Source: an optimization exercise on an open RTL-to-GDS flow (aim: small area). Production flows keep margins and buffers that such runs may drop.
Only simulation tests tie the RTL to the original design; equivalence was not proved.
No activity file was given, so power comes from the tool's default toggle rates.

run a:
==> flow/design.v (excerpt) <==
module apb_mem_slave #(
  parameter int ADDR_WIDTH  = 8,
  parameter int DATA_WIDTH  = 32,
  parameter int STRB_WIDTH  = DATA_WIDTH / 8,
  parameter int MEM_DEPTH   = 64,
  parameter int WAIT_STATES = 2
) (
  input  logic                  pclk,
  input  logic                  preset,
  input  logic [ADDR_WIDTH-1:0] paddr,
  input  logic                  psel,
  input  logic                  penable,
  input  logic                  pwrite,
  input  logic [DATA_WIDTH-1:0] pwdata,
  input  logic [STRB_WIDTH-1:0] pstrb,
  output logic [DATA_WIDTH-1:0] prdata,
  output logic                  pready,
  output logic                  pslverr
);
Settings: LEC_CHECK=0, CAP_MARGIN=10, CORE_MARGIN=2, CORE_UTILIZATION=55, GPL_TIMING_DRIVEN=1, PLACE_DENSITY=0.68, SLEW_MARGIN=10, SYNTH_HIERARCHICAL=1, SYNTH_MINIMUM_KEEP_SIZE=0; clock period 5.0 ns.
standard.sh (not shown) runs the stock make flow with config.mk's settings and CLKGATE_MAP_FILE= SYNTH_SCRIPT=/design/flow/synth_recipe.tcl, a recipe that flattens the netlist after the stock synthesis.
==> flow/flow/run.sh <==
#!/bin/bash
set -euo pipefail
export CTS_ARGS="-sink_clustering_enable -repair_clock_nets -dont_use_dummy_load -buf_list sky130_fd_sc_hd__clkbuf_8 -root_buf sky130_fd_sc_hd__clkbuf_16 -sink_clustering_size 20 -sink_clustering_max_diameter 50"
export BUFFER_PORTS_ARGS="-buffer_cell sky130_fd_sc_hd__buf_1"
bash standard.sh finish > standard.log 2>&1
Run a: done, clean on timing, DRC and antenna
What run b does differently from run a at the input level:
# run a
export LEC_CHECK = 0
export CAP_MARGIN = 10
export CORE_MARGIN = 2
export CORE_UTILIZATION = 55
export GPL_TIMING_DRIVEN = 1
export PLACE_DENSITY = 0.68
export SLEW_MARGIN = 10
export SYNTH_HIERARCHICAL = 1
export SYNTH_MINIMUM_KEEP_SIZE = 0
create_clock -name core_clock -period 5.0 [get_ports {pclk}]
# run b
export LEC_CHECK = 0
export CAP_MARGIN = 10
export CORE_MARGIN = 2
export CORE_UTILIZATION = 55
export GPL_TIMING_DRIVEN = 1
export SLEW_MARGIN = 10
export SYNTH_HIERARCHICAL = 1
export SYNTH_MINIMUM_KEEP_SIZE = 0
create_clock -name core_clock -period 5.0 [get_ports {pclk}]
## What came out
Setup slack up 77 ps in run b wrt run a
The clock group share of total power number comes out lower for run a vs run b.
Max initial antenna violation count across run b and run a: run b
Comparing run b and run a, switching power share of the total is lower on run a.
From run a to run b the numbers moved as follows: number of buffer and inverter instances along the worst setup path moved up; total power of the final layout +1.1%.
Taking run a as the reference point, the final critical-path required period of run b falls by 77 ps.
Global-route met3 utilization up 1.3 points in run b wrt run a
On worst hold path stage count, run b and run a are basically level.
Re worst clock skew: run b and run a aren't equal, and the higher value belongs to run a.
The final clock period utilization by the worst path of run b is lower than that of run a.

* * *

apb_mem_slave, a different RTL version from the one above (not shown whole).
Size in the first run: about 3,500 cells after synthesis, ~2,200 flip-flops, about 83 I/O pins, ~53,000 um^2 of cells after synthesis.
Settings: LEC_CHECK=0, CAP_MARGIN=20, CORE_MARGIN=2, CORE_UTILIZATION=65, GPL_TIMING_DRIVEN=0, SLEW_MARGIN=20, SYNTH_HIERARCHICAL=1, SYNTH_MINIMUM_KEEP_SIZE=0; clock period 5.0 ns.
==> flow/flow/run.sh <==
#!/bin/bash
set -euo pipefail
export CTS_ARGS="-sink_clustering_enable -repair_clock_nets -dont_use_dummy_load -buf_list sky130_fd_sc_hd__clkbuf_8 -root_buf sky130_fd_sc_hd__clkbuf_16 -sink_clustering_size 20 -sink_clustering_max_diameter 50"
export BUFFER_PORTS_ARGS="-buffer_cell sky130_fd_sc_hd__buf_2"
bash standard.sh finish > standard.log 2>&1
The starting point passed the timing, design-rule and antenna checks.
Change:
==> flow/flow/run.sh (replaced) <==
#!/bin/bash
set -euo pipefail
export CTS_ARGS="-sink_clustering_enable -repair_clock_nets -dont_use_dummy_load -buf_list sky130_fd_sc_hd__clkbuf_8 -root_buf sky130_fd_sc_hd__clkbuf_16 -sink_clustering_size 25 -sink_clustering_max_diameter 40"
export BUFFER_PORTS_ARGS="-buffer_cell sky130_fd_sc_hd__buf_2"
bash standard.sh finish > standard.log 2>&1
--- a/flow/config.mk
+++ b/flow/config.mk
@@ -10,2 +10,2 @@
-export CORE_UTILIZATION = 65
-export GPL_TIMING_DRIVEN = 0
+export CORE_UTILIZATION = 55
+export GPL_TIMING_DRIVEN = 1
Via count is about the same; core utilization went down by 11 points; maximum frequency went up by 1.9%.
Change:
==> flow/flow/run.sh (replaced) <==
#!/bin/bash
set -euo pipefail
export CTS_ARGS="-sink_clustering_enable -repair_clock_nets -dont_use_dummy_load -buf_list sky130_fd_sc_hd__clkbuf_8 -root_buf sky130_fd_sc_hd__clkbuf_16 -sink_clustering_size 20 -sink_clustering_max_diameter 50"
export BUFFER_PORTS_ARGS="-buffer_cell sky130_fd_sc_hd__buf_2"
bash standard.sh finish > standard.log 2>&1
Synthesized cell count stays the same.
Cell count drops by 0.53%.
Sequential power is about the same.
Die area stays the same.
Worst setup slack loses 0.025 ns.
Sequential cell count is unchanged.
Clock skew shrinks by 0.0098 ns.
Change:
==> flow/flow/run.sh (replaced) <==
#!/bin/bash
# Standard layout, with clock tree synthesis told not to add dummy loads
# and the port buffers taken as buf_2 cells.
set -euo pipefail
export CTS_ARGS="-sink_clustering_enable -repair_clock_nets -dont_use_dummy_load -sink_clustering_size ${CTS_SIZE:-30} -sink_clustering_max_diameter ${CTS_DIAM:-60}"
export BUFFER_PORTS_ARGS="-buffer_cell sky130_fd_sc_hd__buf_2"
bash standard.sh finish > standard.log 2>&1
The new run ran to the end with no violations.
Final area increases by about 1.2%.
Power went up by about 5%.
Setup slack gets worse by 0.012 ns.
Fmax hardly moves.
Clock-buffer cell count shrinks by 36.
Critical path depth stays the same.
Sequential share of layout area fell by 0.88 points.
Die area stays the same.
Clock power went up by 17%.
Wire length shrinks by about 0.36%.
Register-to-register slack is worse by 0.02 ns.

-- afterwards: timing with drivers on the ports --
The results above use ideal ports. As a check the final layouts listed here were re-extracted and re-timed, cells and wires unchanged.
Step 1: set_driving_cell puts a clkbuf_16 on pclk and a buf_2 on each other input, an assumption about the parent block.
Step 2 also shifts input and output timing later by t, the mid clock arrival at the registers, as if the neighbouring blocks saw the same clock.
Slacks: ideal / step 1 / step 2; pairs: ideal / step 1.
| run | t (ns) | slack for setup (ns) | hold slack, ns | cell pins on the clock port's net |
|---|---|---|---|---|
| run a | 0.751 | 0.442 / 0.415 / 0.415 | 0.262 / 0.262 / 0.262 | 1 |
| run b | 0.760 | 0.519 / 0.466 / 0.466 | 0.280 / 0.280 / 0.280 | 1 |
| the first run of note 2 | 0.743 | 0.088 / 0.055 / 0.069 | 0.297 / 0.297 / 0.297 | 1 |
| the second run of note 2 | 0.792 | 0.182 / 0.107 / 0.158 | 0.269 / 0.269 / 0.269 | 1 |
| the third run of note 2 | 0.783 | 0.156 / 0.118 / 0.131 | 0.291 / 0.291 / 0.291 | 1 |
| the fourth run of note 2 | 0.759 | 0.144 / 0.119 / 0.126 | 0.293 / 0.293 / 0.293 | 1 |
After both steps every run listed still meets setup and hold. The setup slack of run b, which loses most, moves by -0.053 ns with the drivers and by -0.053 ns with both steps.
